This is an optimization exercise on Yosys and OpenROAD, whose aim is small area, a short achievable clock period and few clock cycles per item, not a production implementation. At most, simulation tests tie the RTL to the original design; equivalence was not proved. For run 1, only the layout was checked, not whether the RTL still works. No activity file was given, so power comes from the tool's default toggle rates.

`run.sh`:
```
#!/bin/bash
# synth_recipe.tcl (not shown) runs the flow's synth.tcl, then flattens the netlist and writes it again
# the make line also repeats each setting of config.mk as NAME=value (left out here)
make -C /OpenROAD-flow-scripts/flow DESIGN_CONFIG=/design/flow/config.mk WORK_HOME=/design/flow/orfs CLKGATE_MAP_FILE= SYNTH_SCRIPT=/design/flow/synth_recipe.tcl finish
```
`config.mk`:
```
export PLATFORM = sky130hd
export DESIGN_NAME = alu_cluster
export DESIGN_NICKNAME = alu_cluster
export VERILOG_FILES = /design/flow/design.v
export SDC_FILE = /design/flow/constraint.sdc
export NUM_CORES = 4
export LEC_CHECK = 0
export CAP_MARGIN = 20
export CORE_MARGIN = 2
export CORE_UTILIZATION = 40
export SETUP_SLACK_MARGIN = 0.3
export SLEW_MARGIN = 20
```
`constraint.sdc`:
```
create_clock -name core_clock -period 7.0 [get_ports {clk}]
set_input_delay 1.4000 -clock core_clock [delete_from_list [all_inputs] [get_ports {clk}]]
set_output_delay 1.4000 -clock core_clock [all_outputs]
set_load 0.01 [all_outputs]
```
`design.v`:
```
`default_nettype none
`timescale 1ns/1ps
package rs_pkg;
	typedef enum logic [2:0] {
		OP_ADD = 3'd0,
		OP_SUB = 3'd1,
		OP_SLL = 3'd2,
		OP_SLT = 3'd3,
		OP_XOR = 3'd4,
		OP_SR  = 3'd5,
		OP_OR  = 3'd6,
		OP_AND = 3'd7
	} alu_op_t;
endpackage
`default_nettype wire
`default_nettype none
`timescale 1ns/1ps
module reservation_station (
	input wire logic clk,
	input wire logic rst_n,
	input wire logic enable,
	input wire logic dispatched,
	input wire logic [5-1:0] q1_in,
	input wire logic [32-1:0] v1_in,
	input wire logic [5-1:0] q2_in,
	input wire logic [32-1:0] v2_in,
	input wire logic [2:0] alu_op_in,
	input wire logic alu_sign_in,
	input wire logic [5-1:0] reorder_buffer_tag_in,
	input wire logic cdb_active,
	input wire logic [5-1:0] cdb_tag,
	input wire logic [32-1:0] cdb_data,
	output logic [5-1:0] q1_out,
	output logic [32-1:0] v1_out,
	output logic [5-1:0] q2_out,
	output logic [32-1:0] v2_out,
	output logic [2:0] alu_op_out,
	output logic alu_sign_out,
	output logic [5-1:0] reorder_buffer_tag_out,
	output logic busy
);
	logic snoop1;
	logic snoop2;
	assign snoop1 = cdb_active && ((enable ? q1_in : q1_out) == cdb_tag);
	assign snoop2 = cdb_active && ((enable ? q2_in : q2_out) == cdb_tag);
	always_ff @(posedge clk or negedge rst_n) begin
		if (!rst_n)
			busy <= 1'b0;
		else if (enable)
			busy <= 1'b1;
		else if (dispatched)
			busy <= 1'b0;
	end
	always_ff @(posedge clk) begin
		if (snoop1) begin
			q1_out <= '0;
			v1_out <= cdb_data;
		end else if (enable) begin
			q1_out <= q1_in;
			v1_out <= v1_in;
		end
		if (snoop2) begin
			q2_out <= '0;
			v2_out <= cdb_data;
		end else if (enable) begin
			q2_out <= q2_in;
			v2_out <= v2_in;
		end
		if (enable) begin
			alu_op_out <= alu_op_in;
			alu_sign_out <= alu_sign_in;
			reorder_buffer_tag_out <= reorder_buffer_tag_in;
		end
	end
endmodule
`default_nettype wire
`default_nettype none
`timescale 1ns/1ps
module rs_dispatch_select (
	input wire logic issue_valid,
	input wire logic busy,
	input wire logic [5-1:0] q1,
	input wire logic [5-1:0] q2,
	input wire logic [32-1:0] v1,
	input wire logic [32-1:0] v2,
	input wire logic res_valid,
	input wire logic [5-1:0] res_tag,
	input wire logic [32-1:0] res_data,
	input wire logic exec_accept,
	output logic enable,
	output logic dispatched,
	output logic full,
	output logic exec_valid,
	output logic [32-1:0] exec_v1,
	output logic [32-1:0] exec_v2
);
	logic byp1;
	logic byp2;
	assign byp1 = res_valid && (q1 == res_tag);
	assign byp2 = res_valid && (q2 == res_tag);
	assign exec_valid = busy && ((q1 == '0) || byp1) && ((q2 == '0) || byp2);
	assign dispatched = exec_valid && exec_accept;
	assign full = busy && !dispatched;
	assign enable = issue_valid && !full;
	assign exec_v1 = byp1 ? res_data : v1;
	assign exec_v2 = byp2 ? res_data : v2;
endmodule
`default_nettype wire
`default_nettype none
`timescale 1ns/1ps
module alu_unit (
	input wire logic [32-1:0] a,
	input wire logic [32-1:0] b,
	input wire logic [2:0] op,
	input wire logic op_sign,
	output logic [32-1:0] result
);
	logic sub;
	logic [32:0] sum;
	logic less_than;
	logic [5-1:0] shamt;
	logic [32-1:0] a_rev;
	logic [32-1:0] sh_in;
	logic fill;
	logic [32-1:0] sh_out;
	logic [32-1:0] sh_out_rev;
	assign sub = !op[2] && op[0];
	assign sum = {1'b0, a} + {1'b0, b ^ {32{sub}}} + {{32{1'b0}}, sub};
	assign less_than = op_sign ? ((a[32-1] ^ b[32-1]) ? a[32-1] : sum[32-1])
		: !sum[32];
	assign shamt = b[5-1:0];
	always_comb
		for (int i = 0; i < 32; i++)
			a_rev[i] = a[32-1-i];
	assign sh_in = op[2] ? a : a_rev;
	assign fill = op[2] && op_sign && a[32-1];
	assign sh_out = 32'($signed({fill, sh_in}) >>> shamt);
	always_comb
		for (int i = 0; i < 32; i++)
			sh_out_rev[i] = sh_out[32-1-i];
	always_comb begin
		case (op)
			3'd0, 3'd1: result = sum[32-1:0];
			3'd2: result = sh_out_rev;
			3'd3: result = {{(32-1){1'b0}}, less_than};
			3'd4: result = a ^ b;
			3'd5: result = sh_out;
			3'd6: result = a | b;
			default: result = a & b;
		endcase
	end
endmodule
`default_nettype wire
`default_nettype none
`timescale 1ns/1ps
module alu_cluster (
	input wire logic clk,
	input wire logic rst_n,
	input wire logic issue_valid,
	input wire logic [5-1:0] issue_q1,
	input wire logic [32-1:0] issue_v1,
	input wire logic [5-1:0] issue_q2,
	input wire logic [32-1:0] issue_v2,
	input wire rs_pkg::alu_op_t issue_op,
	input wire logic issue_sign,
	input wire logic [5-1:0] issue_rob_tag,
	output logic full,
	input wire logic ext_cdb_active,
	input wire logic [5-1:0] ext_cdb_tag,
	input wire logic [32-1:0] ext_cdb_data,
	output logic cdb_active,
	output logic [5-1:0] cdb_tag,
	output logic [32-1:0] cdb_data
);
	logic enable;
	logic dispatched;
	logic busy;
	logic [5-1:0] ent_q1;
	logic [5-1:0] ent_q2;
	logic [32-1:0] ent_v1;
	logic [32-1:0] ent_v2;
	logic [2:0] ent_op;
	logic ent_sign;
	logic [5-1:0] ent_rob_tag;
	logic exec_valid;
	logic exec_accept;
	logic [32-1:0] exec_v1;
	logic [32-1:0] exec_v2;
	logic [32-1:0] alu_result;
	logic res_valid;
	logic [5-1:0] res_tag;
	logic [32-1:0] res_data;
	reservation_station entry_i (
		.clk                    (clk),
		.rst_n                  (rst_n),
		.enable                 (enable),
		.dispatched             (dispatched),
		.q1_in                  (issue_q1),
		.v1_in                  (issue_v1),
		.q2_in                  (issue_q2),
		.v2_in                  (issue_v2),
		.alu_op_in              (issue_op),
		.alu_sign_in            (issue_sign),
		.reorder_buffer_tag_in  (issue_rob_tag),
		.cdb_active             (cdb_active),
		.cdb_tag                (cdb_tag),
		.cdb_data               (cdb_data),
		.q1_out                 (ent_q1),
		.v1_out                 (ent_v1),
		.q2_out                 (ent_q2),
		.v2_out                 (ent_v2),
		.alu_op_out             (ent_op),
		.alu_sign_out           (ent_sign),
		.reorder_buffer_tag_out (ent_rob_tag),
		.busy                   (busy)
	);
	rs_dispatch_select select_i (
		.issue_valid (issue_valid),
		.busy        (busy),
		.q1          (ent_q1),
		.q2          (ent_q2),
		.v1          (ent_v1),
		.v2          (ent_v2),
		.res_valid   (res_valid),
		.res_tag     (res_tag),
		.res_data    (res_data),
		.exec_accept (exec_accept),
		.enable      (enable),
		.dispatched  (dispatched),
		.full        (full),
		.exec_valid  (exec_valid),
		.exec_v1     (exec_v1),
		.exec_v2     (exec_v2)
	);
	alu_unit alu_i (
		.a       (exec_v1),
		.b       (exec_v2),
		.op      (ent_op),
		.op_sign (ent_sign),
		.result  (alu_result)
	);
	assign exec_accept = !res_valid || !ext_cdb_active;
	always_ff @(posedge clk or negedge rst_n) begin
		if (!rst_n)
			res_valid <= 1'b0;
		else if (exec_accept)
			res_valid <= exec_valid;
	end
	always_ff @(posedge clk) begin
		if (exec_accept) begin
			res_tag <= ent_rob_tag;
			res_data <= alu_result;
		end
	end
	assign cdb_active = ext_cdb_active || res_valid;
	assign cdb_tag = ext_cdb_active ? ext_cdb_tag : res_tag;
	assign cdb_data = ext_cdb_active ? ext_cdb_data : res_data;
endmodule
`default_nettype wire
```
==> results by group, run 1 <==
Run status
  – Outcome: complete, no violations

Clocking
  – Clock H-tree levels: 4
  – Number of post-CTS setup repair buffers: 0
  – Total CTS buffers: 17
  – Root buffer cell: sky130_fd_sc_hd__clkbuf_16
  – Hold-fix buffers, CTS: 0
  – Maximum buffer depth of the clock tree: 2
  – Count of instances resized after the clock tree is built: 0
  – CTS tree: yes
  – Clock latency at the later pin of the worst-skew pair: 0.45 ns
  – Clock transition at the registers of the reported paths: 0.06 ns
  – TritonCTS Sinks: 122

Power and ir drop
  – Power Total: 4850 uW
  – Leakage component of the power: 0.00680 uW
  – Sequential Power Share: 26.0%
  – Power share of the combinational group: 55.1%
  – Part of the total power dissipated in the clock network: 18.9%
  – Internal power of the cells: 2590 uW
  – Switching Fraction: 46.5%
  – Total power density per cell area: 284 nW/um2
  – IR drop worst, VDD: 222 uV
  – Net Sw Power: 2260 uW

Critical path
  – Worst path arrival time: 5.86 ns
  – Worst setup slack for register-to-register paths: 1.31 ns
  – Type of the worst setup path: reg2reg
  – Worst setup path startpoint: res_tag[0]$_DFFE_PN_
  – Critical register-to-register path startpoint: res_tag[0]$_DFFE_PN_
  – Largest driver fanout on the critical path: 15
  – Path depth of the worst reg2reg path: 18
  – Reg-to-reg critical path endpoint: res_data[30]$_DFFE_PN_
  – Data required time of the critical path: 7.17 ns
  – Type of element capturing the critical path: flop
  – Critical path startpoint category: flop
  – Timing endpoint of the critical path: res_data[30]$_DFFE_PN_

Finish
  – Finished layout cell area: 17100 um2
  – Share of final-layout standard cells stronger than drive strength 1: 11.7%
  – Post-synthesis to final-layout area growth: 19.0%
  – Final core utilization: 48.2%
  – Post-layout nets: 1988
  – Total area of sequential cells: 3550 um2
  – Area of combinational cells with multiple inputs: 9990 um2
  – Count of filler cells inserted in the layout: 3430

Synthesis
  – Portion of the post-synthesis area used by sequential elements: 24.7%
  – Post-synthesis cell type with the largest combined area: sky130_fd_sc_hd__edfxtp_1
  – Async set or reset register ratio after synthesis: 1.64%
  – Cell variety after synth: 91
  – Post-Synthesis Cells: 1652
  – Number of enable-type register cells in the synthesized netlist: 110
  – Yosys warns: 3
  – Largest cells by area after synthesis: sky130_fd_sc_hd__edfxtp_1, sky130_fd_sc_hd__ha_1, sky130_fd_sc_hd__mux2i_1
  – Flip-flop cell with the highest count after synthesis: sky130_fd_sc_hd__edfxtp_1
  – Cell area after technology mapping: 14400 um2
  – Register bit total from synthesis: 122
  – Average instance area after synthesis: 8.70 um2
  – Share of Yosys cell area claimed by the top area cell type: 23.0%
  – Synthesized Nets: 1872

Global routing
  – Number of antenna violations at the first check in global routing: 1
  – Global route total overflow: 0
  – First-pass GRT wire length: 95.9 mm
  – Total routing usage reported by global routing: 34.4%
  – Largest net degree at the start of global routing: 45
  – Number of global-route vias before repair: 14300

Timing
  – Min Hold Slack: 0.418 ns
  – Maximum clock skew at final layout: 0.0141 ns
  – Final critical path time including I/O delays and setup: 5.69 ns
  – Unrepaired setup endpoints after global routing: no
  – Worst slew pin tran: 1.31 ns
  – Number of endpoints failing setup at the final stage: 0
  – Post-Route Setup TNS: 0 ns
  – Post-route clock period utilization: 81.3%
  – Highest achievable clock rate: 0.176 GHz
  – Final-report hold violation count: 0
  – Final Max Tran Viols: 0
  – Worst-case headroom to the max-slew limit: 10.3%

Drt
  – First-pass DRT Iterations: 8
  – Via density per instance: 6.61
  – Total vias in the final route: 14800
  – Total Wirelength: 66.0 mm
  – Number of nets with antenna violations after detailed routing: 0
  – Initial DRC count: 2050
  – Number of remaining DRC errors: 0
  – Routed wire length per instance: 29.4 um

Die
  – Core footprint: 35500 um2
  – Total I/O pin count: 163
  – Die Area: 37500 um2
  – Height of the die: 194 um
  – Effective utilization at floorplan: 40.5%
  – FP Rows: 69
  – Die extent in x: 194 um

Placement
  – Routability Congestion: 1.07
  – Number of I/O port buffers: 162
  – Cell area after placement: 16500 um2
  – DP HPWL: 50.2 mm

Run
  – Max_cap viols: 0

Min path
  – Worst hold-check path type: reg2reg
-- cell usage in the layout, fill, tap and decap left out, types with 41 or more instances in the layout --
| cell | count |
|---|---|
| sky130_fd_sc_hd__mux2_2 | 46 |
| sky130_fd_sc_hd__a21oi_1 | 142 |
| sky130_fd_sc_hd__buf_4 | 51 |
| sky130_fd_sc_hd__clkdlybuf4s50_1 | 161 |
| sky130_fd_sc_hd__nand2_1 | 125 |
| sky130_fd_sc_hd__xnor2_1 | 67 |
| sky130_fd_sc_hd__mux2i_1 | 84 |
| sky130_fd_sc_hd__inv_1 | 93 |
| sky130_fd_sc_hd__o21ai_0 | 96 |
| sky130_fd_sc_hd__nor2_1 | 108 |
| sky130_fd_sc_hd__edfxtp_1 | 110 |
| sky130_fd_sc_hd__nand3_1 | 41 |
| sky130_fd_sc_hd__ha_1 | 95 |
-- worst min-delay path by stage --
stage	start	to	slack (ns)	depth (start not counted)
2_1_floorplan	entry_i.reorder_buffer_tag_out[0]$_DFFE_PP_	res_tag[0]$_DFFE_PN_	0.40	0
3_3_place_gp	entry_i.reorder_buffer_tag_out[0]$_DFFE_PP_	res_tag[0]$_DFFE_PN_	0.40	0
3_5_place_dp	entry_i.reorder_buffer_tag_out[3]$_DFFE_PP_	res_tag[3]$_DFFE_PN_	0.40	0
4_1_cts	entry_i.reorder_buffer_tag_out[3]$_DFFE_PP_	res_tag[3]$_DFFE_PN_	0.42	0
5_1_grt	entry_i.reorder_buffer_tag_out[3]$_DFFE_PP_	res_tag[3]$_DFFE_PN_	0.42	0
6_report	entry_i.reorder_buffer_tag_out[3]$_DFFE_PP_	res_tag[3]$_DFFE_PN_	0.42	0
-- cell usage after synthesis, types with 39 or more instances --
master and number:
sky130_fd_sc_hd__inv_1 95, sky130_fd_sc_hd__ha_1 95, sky130_fd_sc_hd__o21ai_0 96, sky130_fd_sc_hd__nor3_1 39
sky130_fd_sc_hd__nand3_1 41, sky130_fd_sc_hd__edfxtp_1 110, sky130_fd_sc_hd__xnor2_1 67, sky130_fd_sc_hd__clkbuf_1 75
sky130_fd_sc_hd__mux2_2 46, sky130_fd_sc_hd__mux2i_1 85, sky130_fd_sc_hd__a21oi_1 142, sky130_fd_sc_hd__nor2_1 110
sky130_fd_sc_hd__nand2_1 126
-- layer usage --
| metal | vias to the layer above | wire length, um | GRT usage (%) |
|---|---|---|---|
| li1 | 6490 | - | - |
| met1 | 7158 | 27100 | 46.0 |
| met2 | 993 | 27900 | 50.5 |
| met3 | 186 | 7550 | 10.4 |
| met4 | 0 | 3380 | 16.7 |
| met5 | - | 0 | 0 |
-- flip-flops by register name, indices dropped and copies added, names as in the netlist, 3 cells and up --
name and flops:
entry_i.q2_out 5, entry_i.q1_out 5, entry_i.v2_out 32, entry_i.reorder_buffer_tag_out 5
res_tag 5, res_data 32, entry_i.v1_out 32, entry_i.alu_op_out 3
-- final cells by class --
type | count | area share (%)
clock buffers | 29 | 3.42
flip-flops and latches | 122 | 20.8
repair buffers | 213 | 11.7
well taps | 461 | 3.37
diodes | 2 | 0.0293
inverters | 99 | 2.17
multi-input cells | 1315 | 58.4
clock inverters | 3 | 0.132
-- per-stage QoR --
| stage | setup WS (ns) | instances |
|---|---|---|
| floorplan | 1.52 | 1652 |
| global placement | 1.63 | 2210 |
| detailed placement | 1.52 | 2210 |
| CTS | 1.48 | 2242 |
| global route | 0.959 | 2242 |
| finish | 1.31 | 2244 |
-- worst max-delay path: stages, from the launching register on --
cell                       delay [ns]
sky130_fd_sc_hd__edfxtp_1        0.45
sky130_fd_sc_hd__xnor2_1         0.26
sky130_fd_sc_hd__and4_1          0.72
sky130_fd_sc_hd__nand3_1         0.19
sky130_fd_sc_hd__o211ai_1        0.34
sky130_fd_sc_hd__a21boi_0        0.58
sky130_fd_sc_hd__fa_1            0.33
sky130_fd_sc_hd__a21o_1          0.13
sky130_fd_sc_hd__a21oi_1         0.11
sky130_fd_sc_hd__o31ai_1         0.47
sky130_fd_sc_hd__o211a_1         0.35
sky130_fd_sc_hd__nor3b_1         0.28
sky130_fd_sc_hd__o41ai_1         0.12
sky130_fd_sc_hd__buf_4           0.18
sky130_fd_sc_hd__o22ai_1         0.30
sky130_fd_sc_hd__a31oi_1         0.16
sky130_fd_sc_hd__xnor2_1         0.15
sky130_fd_sc_hd__a22oi_1         0.17
sky130_fd_sc_hd__o21ai_0         0.11
-- logic make-up after synthesis --
family	after synthesis	share of synthesized area, %
AO/OA/AOI/OAI	533	24.4
AND/OR/NAND/NOR	398	13.2
adder cells (fa/ha/maj)	96	8.41
XOR/XNOR	75	4.57
flip-flops	122	24.7
buffers and inverters	215	6.04
multiplexers	213	18.6
-- power groups by stage --
stage / Clock, uW / Combinational (uW) / Sequential (uW)
final: 916 / 2670 / 1260
after global routing: 952 / 2840 / 1270
after CTS: 927 / 2590 / 1250
after detailed placement: 0 / 2570 / 1260
after global placement: 0 / 2570 / 1260
after floorplan: 0 / 1700 / 1110
==> run 2: changes to the inputs <==
--- a/design.v
+++ b/design.v
@@ -81,29 +81,16 @@
 	input wire logic busy,
 	input wire logic [5-1:0] q1,
 	input wire logic [5-1:0] q2,
-	input wire logic [32-1:0] v1,
-	input wire logic [32-1:0] v2,
-	input wire logic res_valid,
-	input wire logic [5-1:0] res_tag,
-	input wire logic [32-1:0] res_data,
 	input wire logic exec_accept,
 	output logic enable,
 	output logic dispatched,
 	output logic full,
-	output logic exec_valid,
-	output logic [32-1:0] exec_v1,
-	output logic [32-1:0] exec_v2
-);
-	logic byp1;
-	logic byp2;
-	assign byp1 = res_valid && (q1 == res_tag);
-	assign byp2 = res_valid && (q2 == res_tag);
-	assign exec_valid = busy && ((q1 == '0) || byp1) && ((q2 == '0) || byp2);
+	output logic exec_valid
+);
+	assign exec_valid = busy && (q1 == '0) && (q2 == '0);
 	assign dispatched = exec_valid && exec_accept;
 	assign full = busy && !dispatched;
 	assign enable = issue_valid && !full;
-	assign exec_v1 = byp1 ? res_data : v1;
-	assign exec_v2 = byp2 ? res_data : v2;
 endmodule
 `default_nettype wire
 `default_nettype none
@@ -115,39 +102,71 @@
 	input wire logic op_sign,
 	output logic [32-1:0] result
 );
+	localparam int W = 32;
 	logic sub;
-	logic [32:0] sum;
+	logic use_p;
+	logic use_g;
+	logic use_c;
+	logic use_sll;
+	logic use_sr;
+	logic use_slt;
+	logic [W-1:0] bx;
+	logic [W-1:0] g0;
+	logic [W-1:0] p0;
+	logic [W-1:0] gl [0:5];
+	logic [W-1:0] pl [0:5];
+	logic [W-1:0] carry;
+	logic cout;
+	logic msb_sum;
 	logic less_than;
 	logic [5-1:0] shamt;
-	logic [32-1:0] a_rev;
-	logic [32-1:0] sh_in;
+	logic [W-1:0] a_rev;
+	logic [W-1:0] sh_in;
 	logic fill;
-	logic [32-1:0] sh_out;
-	logic [32-1:0] sh_out_rev;
+	logic [W-1:0] sh_out;
+	logic [W-1:0] sh_out_rev;
 	assign sub = !op[2] && op[0];
-	assign sum = {1'b0, a} + {1'b0, b ^ {32{sub}}} + {{32{1'b0}}, sub};
-	assign less_than = op_sign ? ((a[32-1] ^ b[32-1]) ? a[32-1] : sum[32-1])
-		: !sum[32];
+	assign use_c = !op[2] && !op[1];
+	assign use_p = (op == 3'd0) || (op == 3'd1) || (op == 3'd4) || (op == 3'd6);
+	assign use_g = op[2] && op[1];
+	assign use_sll = (op == 3'd2);
+	assign use_sr = (op == 3'd5);
+	assign use_slt = (op == 3'd3);
+	assign bx = b ^ {W{sub}};
+	assign g0 = a & bx;
+	assign p0 = a ^ bx;
+	always_comb begin
+		gl[0] = g0;
+		pl[0] = p0;
+		gl[0][0] = g0[0] | (p0[0] & sub);
+		for (int l = 0; l < 5; l++) begin
+			gl[l+1] = gl[l];
+			pl[l+1] = pl[l];
+			for (int i = 0; i < W; i++)
+				if (((i >> l) & 1) == 1) begin
+					gl[l+1][i] = gl[l][i] | (pl[l][i] & gl[l][((i >> l) << l) - 1]);
+					pl[l+1][i] = pl[l][i] & pl[l][((i >> l) << l) - 1];
+				end
+		end
+	end
+	assign carry = {gl[5][W-2:0], sub};
+	assign cout = gl[5][W-1];
+	assign msb_sum = p0[W-1] ^ carry[W-1];
+	assign less_than = op_sign ? ((a[W-1] ^ b[W-1]) ? a[W-1] : msb_sum) : !cout;
 	assign shamt = b[5-1:0];
 	always_comb
-		for (int i = 0; i < 32; i++)
-			a_rev[i] = a[32-1-i];
-	assign sh_in = op[2] ? a : a_rev;
-	assign fill = op[2] && op_sign && a[32-1];
-	assign sh_out = 32'($signed({fill, sh_in}) >>> shamt);
+		for (int i = 0; i < W; i++)
+			a_rev[i] = a[W-1-i];
+	assign sh_in = op[0] ? a : a_rev;
+	assign fill = op[0] && op_sign && a[W-1];
+	assign sh_out = W'($signed({fill, sh_in}) >>> shamt);
 	always_comb
-		for (int i = 0; i < 32; i++)
-			sh_out_rev[i] = sh_out[32-1-i];
+		for (int i = 0; i < W; i++)
+			sh_out_rev[i] = sh_out[W-1-i];
 	always_comb begin
-		case (op)
-			3'd0, 3'd1: result = sum[32-1:0];
-			3'd2: result = sh_out_rev;
-			3'd3: result = {{(32-1){1'b0}}, less_than};
-			3'd4: result = a ^ b;
-			3'd5: result = sh_out;
-			3'd6: result = a | b;
-			default: result = a & b;
-		endcase
+		result = ((p0 & {W{use_p}}) ^ (g0 & {W{use_g}}) ^ (carry & {W{use_c}}))
+			| (sh_out & {W{use_sr}}) | (sh_out_rev & {W{use_sll}});
+		result[0] = result[0] | (less_than && use_slt);
 	end
 endmodule
 `default_nettype wire
@@ -184,8 +203,6 @@
 	logic [5-1:0] ent_rob_tag;
 	logic exec_valid;
 	logic exec_accept;
-	logic [32-1:0] exec_v1;
-	logic [32-1:0] exec_v2;
 	logic [32-1:0] alu_result;
 	logic res_valid;
 	logic [5-1:0] res_tag;
@@ -219,22 +236,15 @@
 		.busy        (busy),
 		.q1          (ent_q1),
 		.q2          (ent_q2),
-		.v1          (ent_v1),
-		.v2          (ent_v2),
-		.res_valid   (res_valid),
-		.res_tag     (res_tag),
-		.res_data    (res_data),
 		.exec_accept (exec_accept),
 		.enable      (enable),
 		.dispatched  (dispatched),
 		.full        (full),
-		.exec_valid  (exec_valid),
-		.exec_v1     (exec_v1),
-		.exec_v2     (exec_v2)
+		.exec_valid  (exec_valid)
 	);
 	alu_unit alu_i (
-		.a       (exec_v1),
-		.b       (exec_v2),
+		.a       (ent_v1),
+		.b       (ent_v2),
 		.op      (ent_op),
 		.op_sign (ent_sign),
 		.result  (alu_result)
==> flow/run.sh (new file) <==
#!/bin/bash
# Standard ORFS layout, with plain buffers on the ports instead of the delay cells
# buffer_ports picks by default. Every tool's output goes to a log in this folder.
set -euo pipefail
export BUFFER_PORTS_ARGS="-buffer_cell sky130_fd_sc_hd__buf_1"
bash standard.sh finish > make_finish.log 2>&1
==> standard.sh (new file) <==
#!/bin/bash
# synth_recipe.tcl (not shown) runs the flow's synth.tcl, then flattens the netlist and writes it again
# the make line also repeats each setting of config.mk as NAME=value (left out here)
make -C /OpenROAD-flow-scripts/flow DESIGN_CONFIG=/design/flow/config.mk WORK_HOME=/design/flow/orfs CLKGATE_MAP_FILE= SYNTH_SCRIPT=/design/flow/synth_recipe.tcl "${@:-finish}"
--- a/config.mk
+++ b/config.mk
@@ -5,8 +5,9 @@
 export SDC_FILE = /design/flow/constraint.sdc
 export NUM_CORES = 4
 export LEC_CHECK = 0
+export ABC_AREA = 1
 export CAP_MARGIN = 20
 export CORE_MARGIN = 2
-export CORE_UTILIZATION = 40
-export SETUP_SLACK_MARGIN = 0.3
+export CORE_UTILIZATION = 45
+export SETUP_SLACK_MARGIN = 3.6
 export SLEW_MARGIN = 20
removed: run.sh
==> run 2 against run 1 <==
- via count shrank 20%
- area after synthesis shrank 27%
- final area decreased by 20%
- global-route usage shrank 2.3 points
- sequential share of layout area rose by 5.2 points
- first-iteration DRC count down 24%
- utilization is 12 points higher
- maximum frequency up 61%
- clock power grew 3.1%
- critical path depth is 12 lower
==> results by group, run 2 <==
Run status
  – Outcome: complete, no violations

Finish
  – Post-layout nets: 1852
  – Count of inserted antenna diode cells: 0
  – Largest registers: entry_i.v1_out x32, entry_i.v2_out x32, res_data x32
  – Share of final-layout standard cells stronger than drive strength 1: 17.8%
  – Count of filler cells inserted in the layout: 2063
  – Highest-count cells in the layout ignoring fill and taps: sky130_fd_sc_hd__nand2_1, sky130_fd_sc_hd__nand3_1, sky130_fd_sc_hd__buf_1
  – Commonest non-fill, non-tap cell in the layout: sky130_fd_sc_hd__nand2_1
  – Post-synthesis to final-layout area growth: 30.4%
  – Area of combinational cells with multiple inputs: 6660 um2
  – Total area of sequential cells: 3550 um2

Clocking
  – CTS tree: yes
  – Total CTS buffers: 17
  – Clock H-tree levels: 4
  – Clock transition at the registers of the reported paths: 0.06 ns
  – Maximum buffer depth of the clock tree: 2
  – Root buffer cell: sky130_fd_sc_hd__clkbuf_16
  – Clock latency at the later pin of the worst-skew pair: 0.43 ns
  – TritonCTS Sinks: 122

Run
  – Max_cap viols: 0

Synthesis
  – Cell variety after synth: 39
  – Yosys warns: 5
  – Flip-flop cell with the highest count after synthesis: sky130_fd_sc_hd__edfxtp_1
  – Most common library cells after synthesis: sky130_fd_sc_hd__nand2_1, sky130_fd_sc_hd__nand3_1, sky130_fd_sc_hd__edfxtp_1
  – Share of Yosys cell area claimed by the top area cell type: 31.6%
  – Post-synthesis cell type with the largest combined area: sky130_fd_sc_hd__edfxtp_1
  – Post-Synthesis Cells: 1507
  – Most used standard cell by instance count after synthesis: sky130_fd_sc_hd__nand2_1
  – Cell area after technology mapping: 10500 um2
  – Synthesized Nets: 1663
  – Portion of the post-synthesis area used by sequential elements: 34.0%
  – Async set or reset register ratio after synthesis: 1.64%
  – Number of enable-type register cells in the synthesized netlist: 110
  – Average instance area after synthesis: 6.95 um2
  – Largest cells by area after synthesis: sky130_fd_sc_hd__edfxtp_1, sky130_fd_sc_hd__nand2_1, sky130_fd_sc_hd__nand3_1
  – Register bit total from synthesis: 122

Min path
  – Hold Path Sink: res_tag[1]$_DFFE_PN_
  – Worst hold-check path type: reg2reg
  – Hold Crit Start: entry_i.reorder_buffer_tag_out[1]$_DFFE_PN_
  – Cell count of the worst hold path: 0

Power and ir drop
  – Sequential Power Share: 26.5%
  – Total power density per cell area: 326 nW/um2
  – Switching Fraction: 44.1%
  – IR drop worst, VDD: 220 uV
  – Internal power of the cells: 2490 uW
  – Part of the total power dissipated in the clock network: 21.2%
  – Net Sw Power: 1970 uW
  – Power share of the combinational group: 52.3%
  – Leakage component of the power: 0.00588 uW
  – Power Total: 4450 uW

Critical path
  – Critical Path, Cell by Cell: clkbuf_16, inv_16, buf_12, nand2_1, nand2_2, buf_2
  – Reg-to-reg critical path endpoint: res_data[24]$_DFFE_PN_
  – Slowest stage delay, CP: 0.17 ns
  – Type of the worst setup path: in2out
  – Critical register-to-register path startpoint: entry_i.alu_op_out[2]$_DFFE_PN_
  – Path depth of the worst reg2reg path: 16
  – Data required time of the critical path: 5.60 ns
  – Critical path startpoint category: input port
  – Worst path arrival time: 2.14 ns
  – Highest-delay cell along the critical path: sky130_fd_sc_hd__clkbuf_16
  – Type of element capturing the critical path: output port
  – Largest driver fanout on the critical path: 7
  – Worst setup slack for register-to-register paths: 3.77 ns

Die
  – Die extent in x: 157 um
  – FP Rows: 55
  – Die Area: 24500 um2
  – Core footprint: 22700 um2
  – Total I/O pin count: 163
  – Height of the die: 157 um
  – Effective utilization at floorplan: 46.1%

Drt
  – Total vias in the final route: 11900
  – Total Wirelength: 42.3 mm
  – Number of remaining DRC errors: 0
  – Number of nets with antenna violations after detailed routing: 0
  – Via density per instance: 5.95
  – Routed wire length per instance: 21.2 um
  – Initial DRC count: 1563
  – First-pass DRT Iterations: 6

Global routing
  – Number of global-route vias before repair: 10500
  – Largest net degree at the start of global routing: 52
  – Number of antenna violations at the first check in global routing: 0
  – First-pass GRT wire length: 59.5 mm
  – Total routing usage reported by global routing: 32.1%
  – Global route total overflow: 0

Timing
  – Post-route clock period utilization: 50.6%
  – Final Max Tran Viols: 0
  – Number of endpoints failing setup at the final stage: 0
  – Worst slew pin tran: 1.04 ns
  – Final-report hold violation count: 0
  – Unrepaired setup endpoints after global routing: yes
  – Post-Route Setup TNS: 0 ns
  – Worst-case headroom to the max-slew limit: 30.7%
  – Highest achievable clock rate: 0.282 GHz
  – Maximum clock skew at final layout: 0.0162 ns
  – Final critical path time including I/O delays and setup: 3.54 ns

Placement
  – Number of I/O port buffers: 162
  – Routability Congestion: 0.985
  – DP HPWL: 26.5 mm
run 2: cell count changes after synthesis, moves of 63 or more:
cell and delta:
sky130_fd_sc_hd__a21oi_1 -120, sky130_fd_sc_hd__ha_1 -63, sky130_fd_sc_hd__mux2i_1 -85, sky130_fd_sc_hd__nand2_1 +409, sky130_fd_sc_hd__nand3_1 +162, sky130_fd_sc_hd__nand4_1 +63, sky130_fd_sc_hd__nor2_1 -70
run 2: worst max-delay path by stage:
stage	from	end	slack, ns	depth (start not counted)
4_1_cts	ext_cdb_active	cdb_data[16]	3.46	6
5_1_grt	ext_cdb_active	cdb_data[13]	3.44	6
6_report	ext_cdb_active	cdb_data[13]	3.46	6
2_1_floorplan	ext_cdb_active	entry_i.v2_out[0]$_DFFE_PP_	3.59	13
3_5_place_dp	ext_cdb_active	entry_i.v1_out[7]$_DFFE_PP_	2.35	15
3_3_place_gp	ext_cdb_active	entry_i.v1_out[14]$_DFFE_PP_	2.43	13
run 2: metrics by stage:
stage          area [um2]  instances  hold slack, ns  setup slack [ns]  util, %
4_1_cts             13000       1965           0.420              3.46     57.3
5_1_grt             13700       1994           0.423              3.44     60.1
2_1_floorplan       10500       1507           0.400              3.59        -
3_3_place_gp        11200       1877           0.401              2.43     49.5
6_report            13700       1994           0.419              3.46     60.1
3_5_place_dp        11200       1877           0.406              2.35     49.5
run 2: timing repair:
item | CTS | global route
hold buffers | 0 | 0
endpoints found under the setup margin | 208 | 163
cloned | 16 | 11
gates resized for setup | 170 | 67
buffers inserted | 40 | 18
pin swaps | 16 | 16
run 2: power groups by stage:
stage	sequential, uW	combinational (uW)	clock [uW]
CTS	1170	2000	944
global placement	1190	1720	0
floorplan	1120	1280	0
global route	1190	2490	973
detailed placement	1180	1730	0
finish	1180	2330	944
run 2: cell type report:
| cell class | count | share of cell area [%] |
|---|---|---|
| clock inverter | 11 | 1.16 |
| tap | 285 | 2.61 |
| clock buffer | 21 | 3.37 |
| sequential | 122 | 26.0 |
| timing repair inverter | 5 | 0.211 |
| multi-input combinational | 1199 | 48.8 |
| inverter | 94 | 2.90 |
| timing repair buffer | 257 | 14.9 |
run 2: cell families after synthesis:
logic type	Yosys count	share of synthesized area, %
and+or+nand+nor	900	37.7
adders and majority gates	32	3.83
AOI/OAI and AO/OA	183	10.6
xor gates and xnor gates	79	6.61
buffers and inverters	191	7.30
DFF	122	34.0
run 2: routing by layer:
metal / GRT usage, % / vias to the layer above / share of wire, %
met5: 0 / - / 0
met1: 45.5 / 5534 / 41
met3: 5.29 / 88 / 11
met2: 50.4 / 705 / 45
li1: - / 5540 / -
met4: 9.79 / 0 / 3.2
run 2: critical path: cells and delay by family:
kind | cells | cell delay (ns)
buf+inv | 4 | 0.53
simple gates | 2 | 0.20
Testbench counts of run 2, summed over its fixed seeds: cycles 5,241, items 3,200.
==> run 3: changes to the inputs <==
--- a/config.mk
+++ b/config.mk
@@ -9,5 +9,5 @@
 export CAP_MARGIN = 20
 export CORE_MARGIN = 2
 export CORE_UTILIZATION = 45
-export SETUP_SLACK_MARGIN = 3.6
+export SETUP_SLACK_MARGIN = 3.2
 export SLEW_MARGIN = 20
==> run 3 against run 2 <==
- worst setup slack worse by 0.27 ns
- clock-buffer cell count is 1 higher
- routed wire length fell by 15%
- hold slack improved by 0.0029 ns
- clock skew fell by 0.0076 ns
- utilization down 7.3 points
- largest cell class unchanged
- highest routed layer unchanged
==> results by group, run 3 <==
Placement
  – DP HPWL: 26.3 mm
  – Dpl cells: 1880
  – Cell area after placement: 11200 um2
  – Number of I/O port buffers: 162
  – Routability Congestion: 0.945

Power and ir drop
  – Leakage component of the power: 0.00510 uW
  – Total power density per cell area: 329 nW/um2
  – IR drop worst, VDD: 215 uV

Die
  – Die Area: 24500 um2
  – Core footprint: 22700 um2
  – Total I/O pin count: 163
  – FP Rows: 55
  – Height of the die: 157 um
  – Effective utilization at floorplan: 46.1%
  – Die extent in x: 157 um

Critical path
  – Worst setup slack for register-to-register paths: 3.43 ns
  – Data required time of the critical path: 5.60 ns
  – Critical register-to-register path startpoint: entry_i.v2_out[1]$_DFFE_PP_
  – Critical Path, Cell by Cell: clkbuf_16, inv_12, or2_2, o21ai_1, inv_1, buf_1
  – Timing endpoint of the critical path: cdb_tag[2]
  – Reg-to-reg critical path endpoint: res_data[22]$_DFFE_PN_
  – Worst setup path startpoint: ext_cdb_active
  – Type of the worst setup path: in2out
  – Path depth of the worst reg2reg path: 18
  – Critical path startpoint category: input port
  – Highest-delay cell along the critical path: sky130_fd_sc_hd__or2_2
  – Worst path arrival time: 2.42 ns
  – Slowest stage delay, CP: 0.28 ns
  – Largest driver fanout on the critical path: 37
  – Type of element capturing the critical path: output port

Synthesis
  – Arithmetic-cell share of the synthesized area counting full adders, half adders and majority gates: 3.83%
  – Post-Synthesis Cells: 1507
  – Area share of xor/xnor cells in the synthesized design: 6.61%
  – Register bit total from synthesis: 122
  – Cell area after technology mapping: 10500 um2
  – Fraction of the mapped netlist area in simple logic gates: 37.7%
  – Async set or reset register ratio after synthesis: 1.64%
  – Average instance area after synthesis: 6.95 um2
  – Synthesized Nets: 1663
  – Flip-flop cell with the highest count after synthesis: sky130_fd_sc_hd__edfxtp_1
  – Cell variety after synth: 39
  – Portion of the post-synthesis area used by sequential elements: 34.0%
  – Complex-gate fraction of the synthesized area: 10.6%
  – Largest cells by area after synthesis: sky130_fd_sc_hd__edfxtp_1, sky130_fd_sc_hd__nand2_1, sky130_fd_sc_hd__nand3_1
  – Proportion of synthesized area in mux cells: 0%
  – Share of Yosys cell area claimed by the top area cell type: 31.6%
  – Most common library cells after synthesis: sky130_fd_sc_hd__nand2_1, sky130_fd_sc_hd__nand3_1, sky130_fd_sc_hd__edfxtp_1
  – Post-synthesis cell type with the largest combined area: sky130_fd_sc_hd__edfxtp_1
  – Yosys warns: 5
  – Most used standard cell by instance count after synthesis: sky130_fd_sc_hd__nand2_1
  – Dominant combinational cell family by area after synthesis: simple AND/OR/NAND/NOR gates
  – Number of enable-type register cells in the synthesized netlist: 110

Clocking
  – Hold-fix buffers, CTS: 0
  – Clock H-tree levels: 4
  – Root buffer cell: sky130_fd_sc_hd__clkbuf_16
  – CTS tree: yes
  – Clock transition at the registers of the reported paths: 0.06 ns
  – Total CTS buffers: 17
  – TritonCTS Sinks: 122
  – Clock latency at the later pin of the worst-skew pair: 0.43 ns
  – Maximum buffer depth of the clock tree: 2

Timing
  – Worst-case headroom to the max-slew limit: 40.8%
  – Maximum clock skew at final layout: 0.00868 ns
  – Post-route clock period utilization: 54.5%
  – Number of endpoints failing setup at the final stage: 0
  – Highest achievable clock rate: 0.262 GHz
  – Post-Route Setup TNS: 0 ns
  – Worst slew pin tran: 0.887 ns
  – Min Hold Slack: 0.422 ns
  – Final-report hold violation count: 0
  – Final Max Tran Viols: 0
  – Unrepaired setup endpoints after global routing: yes
  – Final critical path time including I/O delays and setup: 3.82 ns

Run
  – Max_cap viols: 0

Drt
  – First-pass DRT Iterations: 7
  – Total Wirelength: 36.0 mm
  – Number of nets with antenna violations after detailed routing: 0
  – Initial DRC count: 1084
  – Total vias in the final route: 10900
  – Routed wire length per instance: 18.8 um
  – Via density per instance: 5.67
  – Number of remaining DRC errors: 0

Global routing
  – Number of global-route vias before repair: 9821
  – Total routing usage reported by global routing: 29.6%
  – Largest net degree at the start of global routing: 52
  – Number of antenna violations at the first check in global routing: 0
  – First-pass GRT wire length: 55.1 mm
  – Global route total overflow: 0

Finish
  – Post-synthesis to final-layout area growth: 14.7%
  – Count of filler cells inserted in the layout: 2332
  – Share of final-layout standard cells stronger than drive strength 1: 7.23%
  – Post-layout nets: 1775
  – Largest registers: entry_i.v1_out x32, entry_i.v2_out x32, res_data x32
  – Finished layout cell area: 12000 um2
  – Final cell count without fillers: 1917
  – Commonest non-fill, non-tap cell in the layout: sky130_fd_sc_hd__nand2_1
  – Count of inserted antenna diode cells: 0
  – Highest-count cells in the layout ignoring fill and taps: sky130_fd_sc_hd__nand2_1, sky130_fd_sc_hd__nand3_1, sky130_fd_sc_hd__buf_1

Run status
  – Outcome: complete, no violations

Min path
  – Worst hold-check path type: reg2reg
-- run 3: changes by cell type in the layout (fill, tap and decap cells not counted), moves of 5 or more --
cell and delta:
sky130_fd_sc_hd__nand2_4 -18, sky130_fd_sc_hd__or2_2 +6, sky130_fd_sc_hd__buf_4 -34, sky130_fd_sc_hd__buf_6 -20, sky130_fd_sc_hd__buf_16 -9, sky130_fd_sc_hd__nand2_2 -36
sky130_fd_sc_hd__buf_2 -20, sky130_fd_sc_hd__or2_4 -6, sky130_fd_sc_hd__clkbuf_16 -8, sky130_fd_sc_hd__buf_1 +39, sky130_fd_sc_hd__nand2_1 +54, sky130_fd_sc_hd__buf_12 -12
sky130_fd_sc_hd__nand2_8 -5, sky130_fd_sc_hd__inv_1 +8
-- run 3: cell type report --
class,count,area [um2],share of cell area [%]
repair buffers,190,865,7.20
clock buffers,22,464,3.87
well taps,285,357,2.97
inverters,94,368,3.07
flip-flops and latches,122,3550,29.6
multi-input cells,1194,6230,51.9
clock inverters,10,166,1.39
-- run 3: cells by family (layout without fill, tap and decap cells) --
family                   after synthesis  count (layout)
AND/OR/NAND/NOR                      900             900
flip-flops                           122             122
AO/OA/AOI/OAI                        183             183
adder cells (fa/ha/maj)               32              32
XOR/XNOR                              79              79
buffers and inverters                191             316
-- run 3: critical path: cells and delay by family --
kind	cells	cell delay, ns
AO/OA/AOI/OAI	1	0.20
AND/OR/NAND/NOR	1	0.28
buffers and inverters	4	0.51
-- run 3: stage by stage --
| stage | total power, uW | utilization [%] | worst slack, ns |
|---|---|---|---|
| floorplan | 2390 | - | 3.36 |
| global placement | 2920 | 49.5 | 1.79 |
| detailed placement | 2930 | 49.5 | 1.69 |
| CTS | 3910 | 52.6 | 3.14 |
| global route | 4190 | 52.8 | 3.12 |
| finish | 3940 | 52.8 | 3.18 |
-- run 3: how the worst min path moves through the flow --
| stage | start | end | slack [ns] | depth (start not counted) |
|---|---|---|---|---|
| detailed placement | entry_i.reorder_buffer_tag_out[3]$_DFFE_PN_ | res_tag[3]$_DFFE_PN_ | 0.41 | 0 |
| global route | entry_i.reorder_buffer_tag_out[2]$_DFFE_PN_ | res_tag[2]$_DFFE_PN_ | 0.43 | 0 |
| CTS | entry_i.reorder_buffer_tag_out[3]$_DFFE_PN_ | res_tag[3]$_DFFE_PN_ | 0.42 | 0 |
| global placement | entry_i.reorder_buffer_tag_out[0]$_DFFE_PN_ | res_tag[0]$_DFFE_PN_ | 0.40 | 0 |
| floorplan | entry_i.reorder_buffer_tag_out[0]$_DFFE_PN_ | res_tag[0]$_DFFE_PN_ | 0.40 | 0 |
| finish | entry_i.reorder_buffer_tag_out[3]$_DFFE_PN_ | res_tag[3]$_DFFE_PN_ | 0.42 | 0 |
-- run 3: layer usage --
metal | track usage (%) | vias up | share of wire, %
met1 | 42.5 | 5038 | 46
met3 | 4.87 | 51 | 7.8
met4 | 10.7 | 0 | 2.8
li1 | - | 5368 | -
met5 | 0 | - | 0
met2 | 45.0 | 419 | 44
-- run 3: timing repair --
item | CTS | global route
gates cloned | 1 | 0
buffers inserted | 1 | 2
setup endpoints to repair | 177 | 143
pin swaps | 0 | 1
gates resized for setup | 11 | 9
-- run 3: power by group --
group          internal [uW]  total, uW  switching (uW)
clock network            617        963             347
registers               1060       1160             102
logic                    550       1820            1270
==> run 4: changes to the inputs <==
--- a/design.v
+++ b/design.v
@@ -103,7 +103,7 @@
 	output logic [32-1:0] result
 );
 	localparam int W = 32;
-	logic sub;
+	logic inv_b;
 	logic use_p;
 	logic use_g;
 	logic use_c;
@@ -125,20 +125,20 @@
 	logic fill;
 	logic [W-1:0] sh_out;
 	logic [W-1:0] sh_out_rev;
-	assign sub = !op[2] && op[0];
+	assign inv_b = op[0];
 	assign use_c = !op[2] && !op[1];
-	assign use_p = (op == 3'd0) || (op == 3'd1) || (op == 3'd4) || (op == 3'd6);
-	assign use_g = op[2] && op[1];
-	assign use_sll = (op == 3'd2);
-	assign use_sr = (op == 3'd5);
-	assign use_slt = (op == 3'd3);
-	assign bx = b ^ {W{sub}};
+	assign use_p = (op == 3'b000) || (op == 3'b001) || (op == 3'b010) || (op == 3'b100);
+	assign use_g = op[2] && !op[0];
+	assign use_sr = (op == 3'b011);
+	assign use_sll = (op == 3'b101);
+	assign use_slt = (op == 3'b111);
+	assign bx = b ^ {W{inv_b}};
 	assign g0 = a & bx;
 	assign p0 = a ^ bx;
 	always_comb begin
 		gl[0] = g0;
 		pl[0] = p0;
-		gl[0][0] = g0[0] | (p0[0] & sub);
+		gl[0][0] = g0[0] | (p0[0] & inv_b);
 		for (int l = 0; l < 5; l++) begin
 			gl[l+1] = gl[l];
 			pl[l+1] = pl[l];
@@ -149,7 +149,7 @@
 				end
 		end
 	end
-	assign carry = {gl[5][W-2:0], sub};
+	assign carry = {gl[5][W-2:0], inv_b};
 	assign cout = gl[5][W-1];
 	assign msb_sum = p0[W-1] ^ carry[W-1];
 	assign less_than = op_sign ? ((a[W-1] ^ b[W-1]) ? a[W-1] : msb_sum) : !cout;
@@ -157,8 +157,8 @@
 	always_comb
 		for (int i = 0; i < W; i++)
 			a_rev[i] = a[W-1-i];
-	assign sh_in = op[0] ? a : a_rev;
-	assign fill = op[0] && op_sign && a[W-1];
+	assign sh_in = op[2] ? a_rev : a;
+	assign fill = !op[2] && op_sign && a[W-1];
 	assign sh_out = W'($signed({fill, sh_in}) >>> shamt);
 	always_comb
 		for (int i = 0; i < W; i++)
@@ -207,6 +207,19 @@
 	logic res_valid;
 	logic [5-1:0] res_tag;
 	logic [32-1:0] res_data;
+	logic [2:0] issue_op_enc;
+	always_comb begin
+		case (issue_op)
+			rs_pkg::OP_ADD: issue_op_enc = 3'b000;
+			rs_pkg::OP_SUB: issue_op_enc = 3'b001;
+			rs_pkg::OP_SLL: issue_op_enc = 3'b101;
+			rs_pkg::OP_SLT: issue_op_enc = 3'b111;
+			rs_pkg::OP_XOR: issue_op_enc = 3'b010;
+			rs_pkg::OP_SR:  issue_op_enc = 3'b011;
+			rs_pkg::OP_OR:  issue_op_enc = 3'b100;
+			default:        issue_op_enc = 3'b110;
+		endcase
+	end
 	reservation_station entry_i (
 		.clk                    (clk),
 		.rst_n                  (rst_n),
@@ -216,7 +229,7 @@
 		.v1_in                  (issue_v1),
 		.q2_in                  (issue_q2),
 		.v2_in                  (issue_v2),
-		.alu_op_in              (issue_op),
+		.alu_op_in              (issue_op_enc),
 		.alu_sign_in            (issue_sign),
 		.reorder_buffer_tag_in  (issue_rob_tag),
 		.cdb_active             (cdb_active),
--- a/config.mk
+++ b/config.mk
@@ -9,5 +9,6 @@
 export CAP_MARGIN = 20
 export CORE_MARGIN = 2
 export CORE_UTILIZATION = 45
+export CTS_BUF_LIST = sky130_fd_sc_hd__clkbuf_8
 export SETUP_SLACK_MARGIN = 3.2
 export SLEW_MARGIN = 20
==> run 4 against run 3 <==
- utilization fell by 1.2 points
- synthesized cell count rose by 2.9%
- register-to-register slack improved by 0.10 ns
- hold slack improved by 0.0090 ns
- worst setup slack improved by 0.013 ns
- routed wire length rose by 3.7%
- non-clock buffer count fell by 6
- sequential power rose by 6%
- sequential cell count did not move
==> results by group, run 4 <==
Global routing
  – Number of antenna violations at the first check in global routing: 0
  – Global route total overflow: 0
  – Total routing usage reported by global routing: 29.9%
  – Number of global-route vias before repair: 9964
  – Largest net degree at the start of global routing: 49
  – First-pass GRT wire length: 55.9 mm

Run status
  – Outcome: complete, no violations

Placement
  – DP HPWL: 26.8 mm
  – Number of I/O port buffers: 162
  – Dpl cells: 1946
  – Routability Congestion: 1.02

Power and ir drop
  – Total power density per cell area: 357 nW/um2
  – IR drop worst, VDD: 210 uV
  – Power Total: 4200 uW
  – Leakage component of the power: 0.00518 uW

Finish
  – Total area of sequential cells: 3550 um2
  – Largest registers: entry_i.v1_out x32, entry_i.v2_out x32, res_data x32
  – Post-synthesis to final-layout area growth: 11.9%
  – Count of filler cells inserted in the layout: 2381
  – Count of inserted antenna diode cells: 0
  – Share of final-layout standard cells stronger than drive strength 1: 6.59%
  – Final cell count without fillers: 1982
  – Highest-count cells in the layout ignoring fill and taps: sky130_fd_sc_hd__nand2_1, sky130_fd_sc_hd__nand3_1, sky130_fd_sc_hd__buf_1
  – Commonest non-fill, non-tap cell in the layout: sky130_fd_sc_hd__nand2_1
  – Area of combinational cells with multiple inputs: 6230 um2
  – Post-layout nets: 1812

Synthesis
  – Async set or reset register ratio after synthesis: 1.64%
  – Post-synthesis cell type with the largest combined area: sky130_fd_sc_hd__edfxtp_1
  – Largest cells by area after synthesis: sky130_fd_sc_hd__edfxtp_1, sky130_fd_sc_hd__nand2_1, sky130_fd_sc_hd__nand3_1
  – Most used standard cell by instance count after synthesis: sky130_fd_sc_hd__nand2_1
  – Register bit total from synthesis: 122
  – Most common library cells after synthesis: sky130_fd_sc_hd__nand2_1, sky130_fd_sc_hd__nand3_1, sky130_fd_sc_hd__edfxtp_1
  – Cell variety after synth: 42
  – Share of Yosys cell area claimed by the top area cell type: 31.4%
  – Flip-flop cell with the highest count after synthesis: sky130_fd_sc_hd__edfxtp_1
  – Yosys warns: 5
  – Portion of the post-synthesis area used by sequential elements: 33.8%
  – Post-Synthesis Cells: 1551
  – Average instance area after synthesis: 6.78 um2
  – Cell area after technology mapping: 10500 um2
  – Number of enable-type register cells in the synthesized netlist: 110
  – Synthesized Nets: 1707

Clocking
  – Maximum buffer depth of the clock tree: 2
  – TritonCTS Sinks: 122
  – Root buffer cell: sky130_fd_sc_hd__clkbuf_8
  – Total CTS buffers: 17
  – Clock latency at the later pin of the worst-skew pair: 0.47 ns
  – CTS tree: yes
  – Clock H-tree levels: 4
  – Clock transition at the registers of the reported paths: 0.09 ns

Drt
  – Number of remaining DRC errors: 0
  – First-pass DRT Iterations: 5
  – Number of nets with antenna violations after detailed routing: 0
  – Total Wirelength: 37.4 mm
  – Total vias in the final route: 11200
  – Routed wire length per instance: 18.9 um
  – Via density per instance: 5.65
  – Initial DRC count: 1285

Timing
  – Unrepaired setup endpoints after global routing: yes
  – Worst-case headroom to the max-slew limit: 26.6%
  – Final-report hold violation count: 0
  – Final critical path time including I/O delays and setup: 3.80 ns
  – Post-Route Setup TNS: 0 ns
  – Final Max Tran Viols: 0
  – Post-route clock period utilization: 54.4%
  – Number of endpoints failing setup at the final stage: 0
  – Worst slew pin tran: 1.10 ns
  – Maximum clock skew at final layout: 0.0182 ns
  – Highest achievable clock rate: 0.263 GHz

Critical path
  – Critical Path, Cell by Cell: clkbuf_16, inv_12, or2_2, o21ai_1, inv_1, buf_1
  – Worst path arrival time: 2.40 ns
  – Crit path buf inv count: 4
  – Highest-delay cell along the critical path: sky130_fd_sc_hd__or2_2
  – Largest driver fanout on the critical path: 37
  – Critical path startpoint category: input port
  – Type of element capturing the critical path: output port
  – Data required time of the critical path: 5.60 ns
  – Type of the worst setup path: in2out
  – Slowest stage delay, CP: 0.29 ns
  – Family with the most delay on the worst path: buffers and inverters

Die
  – FP Rows: 55
  – Die Area: 24600 um2
  – Effective utilization at floorplan: 46.2%
  – Total I/O pin count: 163
  – Core footprint: 22800 um2
  – Height of the die: 157 um
  – Die extent in x: 157 um

Run
  – Max_cap viols: 0

Min path
  – Worst hold-check path type: reg2reg
-- run 4: path summary, 6_finish.rpt --
path,from,end,slack (ns),cells past startpoint
hold / removal,entry_i.reorder_buffer_tag_out[0]$_DFFE_PN_,res_tag[0]$_DFFE_PN_,0.43,0
setup reg to reg,entry_i.v2_out[3]$_DFFE_PP_,res_data[26]$_DFFE_PN_,3.53,15
max in group asynchronous,rst_n,entry_i.busy$_DFFE_PN0P_,6.15,1
hold reg to reg,entry_i.reorder_buffer_tag_out[0]$_DFFE_PN_,res_tag[0]$_DFFE_PN_,0.43,0
min in group asynchronous,rst_n,res_valid$_DFFE_PN0N_,0.71,1
setup / recovery,ext_cdb_active,cdb_tag[2],3.20,6
-- run 4: report_power, final --
part	internal [uW]	switching (uW)	leakage [uW]
clock	334	336	0.000208
sequential	1090	142	0.00118
combinational	700	1600	0.00380
total	2120	2080	0.00518
-- run 4: kinds of logic (layout without fill, tap and decap cells) --
kind of cell / after synthesis / after routing / synth area share, %
compound gates: 127 / 127 / 6.55
flops: 122 / 122 / 33.8
xor+xnor: 77 / 77 / 6.41
fa+ha+maj: 32 / 32 / 3.81
simple gates: 996 / 997 / 41.6
mux: 1 / 1 / 0.0952
buf+inv: 196 / 313 / 7.72
-- run 4: per-layer routing --
layer  vias up  share of wire, %  global-route usage (%)
met1      5189                45                    44.1
met5         -                 0                       0
li1       5441                 -                       -
met2       522                44                    45.8
met4         0               2.3                    8.56
met3        53               8.2                    4.07
-- run 4: timing repair --
action                                  4_1_cts  5_1_grt
cloned                                        1        2
pin swaps                                     0        1
endpoints found under the setup margin      177       72
hold buffers                                  0        0
buffers inserted                              1        0
resized for setup                             9        5
-- run 4: layout make-up --
class | instances | area share [%]
tap | 313 | 3.33
clock buffer | 18 | 2.11
multi-input combinational | 1234 | 53.0
timing repair buffer | 184 | 6.84
sequential | 122 | 30.2
clock inverter | 14 | 1.37
inverter | 97 | 3.20
-- run 4: worst reg2reg max path, stage by stage (launching register included) --
cell	delay [ns]
sky130_fd_sc_hd__edfxtp_1	1.08
sky130_fd_sc_hd__xor2_1	0.15
sky130_fd_sc_hd__ha_1	0.37
sky130_fd_sc_hd__nand2_1	0.06
sky130_fd_sc_hd__inv_1	0.05
sky130_fd_sc_hd__nand2_1	0.04
sky130_fd_sc_hd__nand2_1	0.13
sky130_fd_sc_hd__nand2_1	0.07
sky130_fd_sc_hd__nand2_1	0.22
sky130_fd_sc_hd__nand2_1	0.11
sky130_fd_sc_hd__nand2_2	0.19
sky130_fd_sc_hd__a21oi_1	0.18
sky130_fd_sc_hd__o21ai_0	0.28
sky130_fd_sc_hd__nand2_1	0.08
sky130_fd_sc_hd__nand2_1	0.07
sky130_fd_sc_hd__nand3_1	0.12
-- run 4: through the flow --
step | instance area [um2] | util, % | hold WS (ns) | worst slack, ns
3_3_place_gp | 11300 | 49.4 | 0.406 | 1.78
5_1_grt | 11800 | 51.7 | 0.436 | 3.14
2_1_floorplan | 10500 | - | 0.400 | 3.25
3_5_place_dp | 11300 | 49.4 | 0.412 | 1.71
6_report | 11800 | 51.7 | 0.431 | 3.20
4_1_cts | 11700 | 51.5 | 0.434 | 3.15
Testbench counts of run 4, summed over its fixed seeds: cycles 5,241, items 3,200.
==> run 5: changes to the inputs <==
--- a/config.mk
+++ b/config.mk
@@ -10,5 +10,5 @@
 export CORE_MARGIN = 2
 export CORE_UTILIZATION = 45
 export CTS_BUF_LIST = sky130_fd_sc_hd__clkbuf_8
-export SETUP_SLACK_MARGIN = 3.2
+export SETUP_SLACK_MARGIN = 3.5
 export SLEW_MARGIN = 20
==> run 5 against run 4 <==
- still clean on timing, DRC and antenna
- worst setup slack better by 0.16 ns
- sequential share of layout area is 1.8 points lower
- area after synthesis stayed put
- first-iteration DRC count is 14% lower
- non-clock buffer count is 42 higher
- clock-buffer cell count is 1 lower
- combinational power is about 10% higher
- sequential power hardly changed
- final cell count is 2.3% higher
- largest power group unchanged
==> results by group, run 5 <==
Timing
  – Final-report hold violation count: 0
  – Post-route clock period utilization: 52.0%
  – Final critical path time including I/O delays and setup: 3.64 ns
  – Number of endpoints failing setup at the final stage: 0
  – Worst slew pin tran: 1.07 ns
  – Unrepaired setup endpoints after global routing: yes
  – Final Max Tran Viols: 0
  – Maximum clock skew at final layout: 0.0168 ns
  – Highest achievable clock rate: 0.275 GHz
  – Worst-case headroom to the max-slew limit: 28.4%
  – Post-Route Setup TNS: 0 ns

Clocking
  – Clock H-tree levels: 4
  – Total CTS buffers: 17
  – Clock transition at the registers of the reported paths: 0.08 ns
  – Root buffer cell: sky130_fd_sc_hd__clkbuf_8
  – CTS tree: yes
  – TritonCTS Sinks: 122
  – Maximum buffer depth of the clock tree: 2
  – Clock latency at the later pin of the worst-skew pair: 0.45 ns

Synthesis
  – Average instance area after synthesis: 6.78 um2
  – Most used standard cell by instance count after synthesis: sky130_fd_sc_hd__nand2_1
  – Post-Synthesis Cells: 1551
  – Most common library cells after synthesis: sky130_fd_sc_hd__nand2_1, sky130_fd_sc_hd__nand3_1, sky130_fd_sc_hd__edfxtp_1
  – Cell area after technology mapping: 10500 um2
  – Largest cells by area after synthesis: sky130_fd_sc_hd__edfxtp_1, sky130_fd_sc_hd__nand2_1, sky130_fd_sc_hd__nand3_1
  – Yosys warns: 5
  – Synthesized Nets: 1707
  – Flip-flop cell with the highest count after synthesis: sky130_fd_sc_hd__edfxtp_1
  – Share of Yosys cell area claimed by the top area cell type: 31.4%
  – Async set or reset register ratio after synthesis: 1.64%
  – Cell variety after synth: 42
  – Portion of the post-synthesis area used by sequential elements: 33.8%
  – Register bit total from synthesis: 122
  – Post-synthesis cell type with the largest combined area: sky130_fd_sc_hd__edfxtp_1
  – Number of enable-type register cells in the synthesized netlist: 110

Placement
  – Number of I/O port buffers: 162
  – Dpl cells: 1948
  – DP HPWL: 28.2 mm
  – Routability Congestion: 0.985

Drt
  – First-pass DRT Iterations: 6
  – Initial DRC count: 1109
  – Via density per instance: 5.70
  – Total vias in the final route: 11600
  – Number of remaining DRC errors: 0
  – Routed wire length per instance: 20.3 um
  – Total Wirelength: 41.1 mm
  – Number of nets with antenna violations after detailed routing: 0

Global routing
  – Number of antenna violations at the first check in global routing: 0
  – Global route total overflow: 0
  – First-pass GRT wire length: 61.8 mm
  – Total routing usage reported by global routing: 33.5%
  – Largest net degree at the start of global routing: 50
  – Number of global-route vias before repair: 10500

Finish
  – Final cell count without fillers: 2028
  – Final core utilization: 55.0%
  – Commonest non-fill, non-tap cell in the layout: sky130_fd_sc_hd__nand2_1
  – Highest-count cells in the layout ignoring fill and taps: sky130_fd_sc_hd__nand2_1, sky130_fd_sc_hd__nand3_1, sky130_fd_sc_hd__buf_1
  – Count of filler cells inserted in the layout: 2291
  – Post-layout nets: 1858
  – Largest registers: entry_i.v1_out x32, entry_i.v2_out x32, res_data x32
  – Post-synthesis to final-layout area growth: 19.1%
  – Share of final-layout standard cells stronger than drive strength 1: 13.8%
  – Count of inserted antenna diode cells: 0

Critical path
  – Type of the worst setup path: in2out
  – Slowest stage delay, CP: 0.23 ns
  – Highest-delay cell along the critical path: sky130_fd_sc_hd__or2_4
  – Data required time of the critical path: 5.60 ns
  – Type of element capturing the critical path: output port
  – Worst setup path startpoint: ext_cdb_active
  – Critical Path, Cell by Cell: clkbuf_16, inv_16, buf_12, or2_4, o21ai_4, inv_2, buf_6
  – Critical path startpoint category: input port
  – Largest driver fanout on the critical path: 7
  – Worst path arrival time: 2.24 ns
  – Critical register-to-register path startpoint: entry_i.alu_op_out[0]$_DFFE_PN_

Power and ir drop
  – Leakage component of the power: 0.00558 uW
  – IR drop worst, VDD: 162 uV
  – Total power density per cell area: 351 nW/um2

Min path
  – Hold Crit Start: entry_i.reorder_buffer_tag_out[0]$_DFFE_PN_
  – Worst hold-check path type: reg2reg

Run status
  – Outcome: complete, no violations

Die
  – Height of the die: 157 um
  – Die extent in x: 157 um
  – Die Area: 24600 um2
  – FP Rows: 55
  – Core footprint: 22800 um2
  – Total I/O pin count: 163
  – Effective utilization at floorplan: 46.2%

Run
  – Max_cap viols: 0
-- run 5: power by group --
part	internal (uW)	total [uW]	switching, uW
sequential	1090	1220	137
combinational	816	2540	1720
clock	286	632	346
-- run 5: cells by family after synthesis --
family	count (synthesis)	share of synthesized area (%)
xor gates and xnor gates	77	6.41
and+or+nand+nor	996	41.6
AOI/OAI and AO/OA	127	6.55
muxes	1	0.0952
DFF	122	33.8
buffers and inverters	196	7.72
adders and majority gates	32	3.81
-- run 5: worst max-delay path, delay by kind of cell --
family	cells	cell delay [ns]
AND/OR/NAND/NOR	1	0.23
AO/OA/AOI/OAI	1	0.07
buffers and inverters	5	0.52
-- run 5: cell type report --
| type | count | area, um2 | area share, % |
|---|---|---|---|
| Timing Repair Buffer | 226 | 1330 | 10.6 |
| Clock inverter | 15 | 138 | 1.10 |
| Timing Repair inverter | 1 | 16.3 | 0.130 |
| Multi-Input combinational cell | 1237 | 6480 | 51.8 |
| Sequential cell | 122 | 3550 | 28.4 |
| Clock buffer | 17 | 234 | 1.87 |
| Inverter | 97 | 383 | 3.06 |
| Tap cell | 313 | 392 | 3.13 |
-- run 5: what timing repair did --
| action | 4_1_cts | 5_1_grt |
|---|---|---|
| resized for setup | 124 | 19 |
| setup endpoints to repair | 177 | 116 |
| gates cloned | 4 | 1 |
| hold buffers | 0 | 0 |
| pin swaps | 15 | 8 |
| buffers inserted | 34 | 9 |
-- run 5: path summary, 6_finish.rpt --
| kind | endpoint | slack (ns) | cells after the start |
|---|---|---|---|
| max | cdb_tag[2] | 3.36 | 7 |
| min | res_tag[0]$_DFFE_PN_ | 0.43 | 0 |
| max reg2reg | res_data[18]$_DFFE_PN_ | 3.73 | 15 |
| min reg2reg | res_tag[0]$_DFFE_PN_ | 0.43 | 0 |
| max in group asynchronous | entry_i.busy$_DFFE_PN0P_ | 6.11 | 1 |
| min in group asynchronous | res_valid$_DFFE_PN0N_ | 0.74 | 1 |
-- run 5: per-layer routing --
metal  track usage (%)  routed length, um
met1              47.8              18100
met2              50.7              17900
met3              6.99               3820
met4              11.0               1220
met5                 0                  0
-- run 5: stage by stage --
step,hold WS (ns),instance area [um2],setup slack [ns],total power [uW]
after floorplan,0.400,10600,3.47,2810
final,0.427,12500,3.36,4400
after global routing,0.435,12500,3.33,4700
after CTS,0.431,12400,3.38,4300
after global placement,0.406,11300,1.85,3480
after detailed placement,0.405,11300,1.72,3500

## re-timing with driven ports
The flow's constraints put no driver on any port. The routed layouts listed below were extracted and timed again, unchanged, in two steps. Step 1 (the two cells are an assumption about what drives the block):
set clk [get_ports {clk}]
set_driving_cell -lib_cell sky130_fd_sc_hd__clkbuf_16 $clk
set_driving_cell -lib_cell sky130_fd_sc_hd__buf_2 [delete_from_list [all_inputs] $clk]
Step 2 also shifts input and output timing later by t, the mid clock arrival at the registers, as if the neighbouring blocks saw the same clock. a / b / c = no drivers / after step 1 / after step 2; a / b = the first two.
| run | shift t [ns] | slack for setup (ns) | worst setup path after step 2 |
|---|---|---|---|
| run 1 | 0.497 | 1.306 / 1.306 / 1.306 | register to register |
| run 2 | 0.473 | 3.457 / 3.366 / 3.100 | input to register |
| run 3 | 0.472 | 3.183 / 3.039 / 2.903 | input to register |
| run 4 | 0.501 | 3.195 / 2.980 / 2.761 | input to register |
| run 5 | 0.490 | 3.359 / 3.305 / 3.137 | input to register |
After both steps setup and hold are still met in every run listed. The setup slack of run 4, which loses most, moves by -0.215 ns with the drivers and by -0.434 ns with both steps.
